This design comes from an exercise in tuning for small area, a short achievable clock period and few clock cycles per item on the open sky130 flow, not from production work.
The RTL was checked by simulation tests, not by an equivalence proof against the original design.

==> run R: inputs <==
Design octahedral_normal_encoder_unit, start of the top module:
module octahedral_normal_encoder_unit #(
    parameter int COMP_WIDTH = 16
) (
    input  logic                         i_clk,
    input  logic                         i_rst_n,
    input  logic                         i_valid,
    output logic                         o_stall,
    input  logic signed [COMP_WIDTH-1:0] i_comp_x,
    input  logic signed [COMP_WIDTH-1:0] i_comp_y,
    input  logic signed [COMP_WIDTH-1:0] i_comp_z,
    output logic                         o_valid,
    input  logic                         i_stall,
    output logic [31:0]                  o_packed_oct,
    output logic                         o_zero_vector
);
Settings: LEC_CHECK=0, CAP_MARGIN=20, CORE_MARGIN=2, CORE_UTILIZATION=55, CTS_BUF_LIST=sky130_fd_sc_hd__clkbuf_4 sky130_fd_sc_hd__clkbuf_8, SETUP_SLACK_MARGIN=2.3, SLEW_MARGIN=20, SYNTH_HIERARCHICAL=1, SYNTH_MINIMUM_KEEP_SIZE=0; clock period 5.0 ns.
run.sh (not shown) runs the stock make flow with config.mk's settings and CLKGATE_MAP_FILE= SYNTH_SCRIPT=/design/flow/synth_recipe.tcl, a recipe that flattens the netlist after the stock synthesis.
==> run K (differences from run R) <==
--- a/flow/design.v
+++ b/flow/design.v
@@ -32,13 +32,14 @@
         .o_s   (o_rem_v)
     );
     assign o_low_u = {i_low_u[QB-2:0], ~o_rem_u[LW]};
     assign o_low_v = {i_low_v[QB-2:0], ~o_rem_v[LW]};
 endmodule
 module octne_add #(
-    parameter int W = 16
+    parameter int W  = 16,
+    parameter int BW = W
 ) (
     input  logic [W-1:0] i_a,
     input  logic [W-1:0] i_b,
     input  logic         i_cin,
     output logic [W-1:0] o_s
 );
@@ -47,14 +48,19 @@
     logic [W:0] p [0:NL];
     genvar i, l;
     generate
         assign g[0][0] = i_cin;
         assign p[0][0] = 1'b0;
         for (i = 0; i < W; i++) begin : g_pg
-            assign g[0][i+1] = i_a[i] & i_b[i];
-            assign p[0][i+1] = i_a[i] ^ i_b[i];
+            if (i < BW) begin : g_ab
+                assign g[0][i+1] = i_a[i] & i_b[i];
+                assign p[0][i+1] = i_a[i] ^ i_b[i];
+            end else begin : g_a
+                assign g[0][i+1] = 1'b0;
+                assign p[0][i+1] = i_a[i];
+            end
         end
         for (l = 0; l < NL; l++) begin : g_lvl
             for (i = 0; i <= W; i++) begin : g_node
                 if ((i >> l) & 1) begin : g_op
                     localparam int J = ((i >> l) << l) - 1;
                     assign g[l+1][i] = g[l][i] | (p[l][i] & g[l][J]);
@@ -110,17 +116,17 @@
     logic [COMP_WIDTH-1:0] n_cs, n_cl, n_cu, n_cv;
     logic [COMP_WIDTH-1:0] r0_cs, r0_cl, r0_cu, r0_cv;
     logic                  r0_nx, r0_ny, r0_fold, r0_v;
     assign w_sx = i_comp_x[COMP_WIDTH-1];
     assign w_sy = i_comp_y[COMP_WIDTH-1];
     assign w_sz = i_comp_z[COMP_WIDTH-1];
-    octne_add #(.W(COMP_WIDTH)) u_abs_x (
+    octne_add #(.W(COMP_WIDTH), .BW(0)) u_abs_x (
         .i_a(i_comp_x ^ {COMP_WIDTH{w_sx}}), .i_b('0), .i_cin(w_sx), .o_s(n_ax));
-    octne_add #(.W(COMP_WIDTH)) u_abs_y (
+    octne_add #(.W(COMP_WIDTH), .BW(0)) u_abs_y (
         .i_a(i_comp_y ^ {COMP_WIDTH{w_sy}}), .i_b('0), .i_cin(w_sy), .o_s(n_ay));
-    octne_add #(.W(COMP_WIDTH)) u_abs_z (
+    octne_add #(.W(COMP_WIDTH), .BW(0)) u_abs_z (
         .i_a(i_comp_z ^ {COMP_WIDTH{w_sz}}), .i_b('0), .i_cin(w_sz), .o_s(n_az));
     always_comb begin
         w_au = w_sz ? n_ay : n_ax;
         w_av = w_sz ? n_ax : n_ay;
         n_cs = w_au ^ w_av ^ n_az;
         n_cl = (w_au & w_av) | (w_au & n_az) | (w_av & n_az);
@@ -175,15 +181,15 @@
     end
     logic [1:0]     w_k_u, w_k_v;
     logic [LW:0]    n_r1_u, n_r1_v;
     logic [REC-1:0] w_first;
     assign w_k_u = ra_s_u[QB+1:QB] + 2'd1;
     assign w_k_v = ra_s_v[QB+1:QB] + 2'd1;
-    octne_add #(.W(LW+1)) u_r1_u (
+    octne_add #(.W(LW+1), .BW(2)) u_r1_u (
         .i_a(~ra_s_u), .i_b({{(LW-1){1'b0}}, w_k_u}), .i_cin(1'b0), .o_s(n_r1_u));
-    octne_add #(.W(LW+1)) u_r1_v (
+    octne_add #(.W(LW+1), .BW(2)) u_r1_v (
         .i_a(~ra_s_v), .i_b({{(LW-1){1'b0}}, w_k_v}), .i_cin(1'b0), .o_s(n_r1_v));
     assign w_first = {ra_nx, ra_ny, ra_fold, ra_l1,
                       n_r1_u, ra_s_u[QB-1:1],
                       n_r1_v, ra_s_v[QB-1:1]};
     logic [REC-1:0] w_rec [0:QB-1];
     logic           w_vld [0:QB-1];
@@ -271,15 +277,15 @@
                   ~(|((w_rem_v ^ w_dx) ^ {(w_rem_v[RW-2:0] | w_dx[RW-2:0]), 1'b0})));
         w_m_u   = (w_nx & ~w_fold) ? 16'hffff : ((w_fold & ~w_nx) ? 16'h7fff : 16'h0000);
         w_m_v   = (w_ny & ~w_fold) ? 16'hffff : ((w_fold & ~w_ny) ? 16'h7fff : 16'h0000);
         w_c_u   = w_fold ? (w_tie_u ^ w_nx) : w_nx;
         w_c_v   = w_fold ? (w_tie_v ^ w_ny) : w_ny;
     end
-    octne_add #(.W(16)) u_out_u (
+    octne_add #(.W(16), .BW(0)) u_out_u (
         .i_a({1'b0, w_q_u} ^ w_m_u), .i_b('0), .i_cin(1'b1), .o_s(w_inc_u));
-    octne_add #(.W(16)) u_out_v (
+    octne_add #(.W(16), .BW(0)) u_out_v (
         .i_a({1'b0, w_q_v} ^ w_m_v), .i_b('0), .i_cin(1'b1), .o_s(w_inc_v));
     always_comb begin
         n_u   = (w_c_u ? w_inc_u : ({1'b0, w_q_u} ^ w_m_u)) ^ {w_fold & w_nx, 15'd0};
         n_v   = (w_c_v ? w_inc_v : ({1'b0, w_q_v} ^ w_m_v)) ^ {w_fold & w_ny, 15'd0};
         w_fin = {w_zero, w_zero ? 32'd0 : {n_v, n_u}};
     end
CORE_UTILIZATION = 70   (was 55)
SETUP_SLACK_MARGIN = 1.9   (was 2.3)
==> summary.txt <==
Placed design
  – Post-DP Area: around 81000 um2

Detailed routing
  – Initial DRC count: 3452

Hold path
  – Hold Crit Start: g_div[5].g_reg.r_rec[1]

Setup path

Timing
  – Tightest Pin Transition: approximately 1000 ps

Run status
  – Outcome: timing/DRC/antenna clean
(the above is from run K)
==> summary.txt <==
Hold path
  – Hold Crit Start: i_comp_x[15]

CTS
  – Clock Pin Slew Worst Setup and Hold Paths: ~60 ps

Detailed routing
  – Initial DRC count: around 3.0k

Placed design
  – Post-DP Area: roughly 85000 um2

Run status
  – Outcome: timing/DRC/antenna clean

Setup path
(the above is from run R)
Testbench counts of run R, summed over its fixed seeds: cycles 12,152, items 12,000.
Testbench counts of run K, summed over its fixed seeds: cycles 12,152, items 12,000.

afterwards: timing with drivers on the ports:
The results above use ideal ports. As a check the final layouts listed here were re-extracted and re-timed, cells and wires unchanged. Step 1, drivers: a clkbuf_16 drives i_clk and a buf_2 each remaining input, both assumed. Step 2 times the ports against the registers' clock, not the clock port: input delays grow and output delays shrink by t, the midpoint of the rising clock arrivals with the driver on. Slacks: ideal ports / drivers / drivers and shift; pairs: ideal ports / drivers.
run | t (ns) | setup WS [ns] | hold WS [ns] | worst setup path after step 2 | worst slew at a driven data input, ns
run R | 1.048 | 1.999 / 2.028 / 0.980 | 0.368 / 0.355 / 0.377 | input to register | 0.08
run K | 0.995 | 1.959 / 1.959 / 1.105 | 0.396 / 0.396 / 0.396 | input to register | 0.04
After both steps every run listed still meets setup and hold. For run R, which loses most, drivers alone change the setup slack by +0.029 ns; drivers and shift together by -1.019 ns.
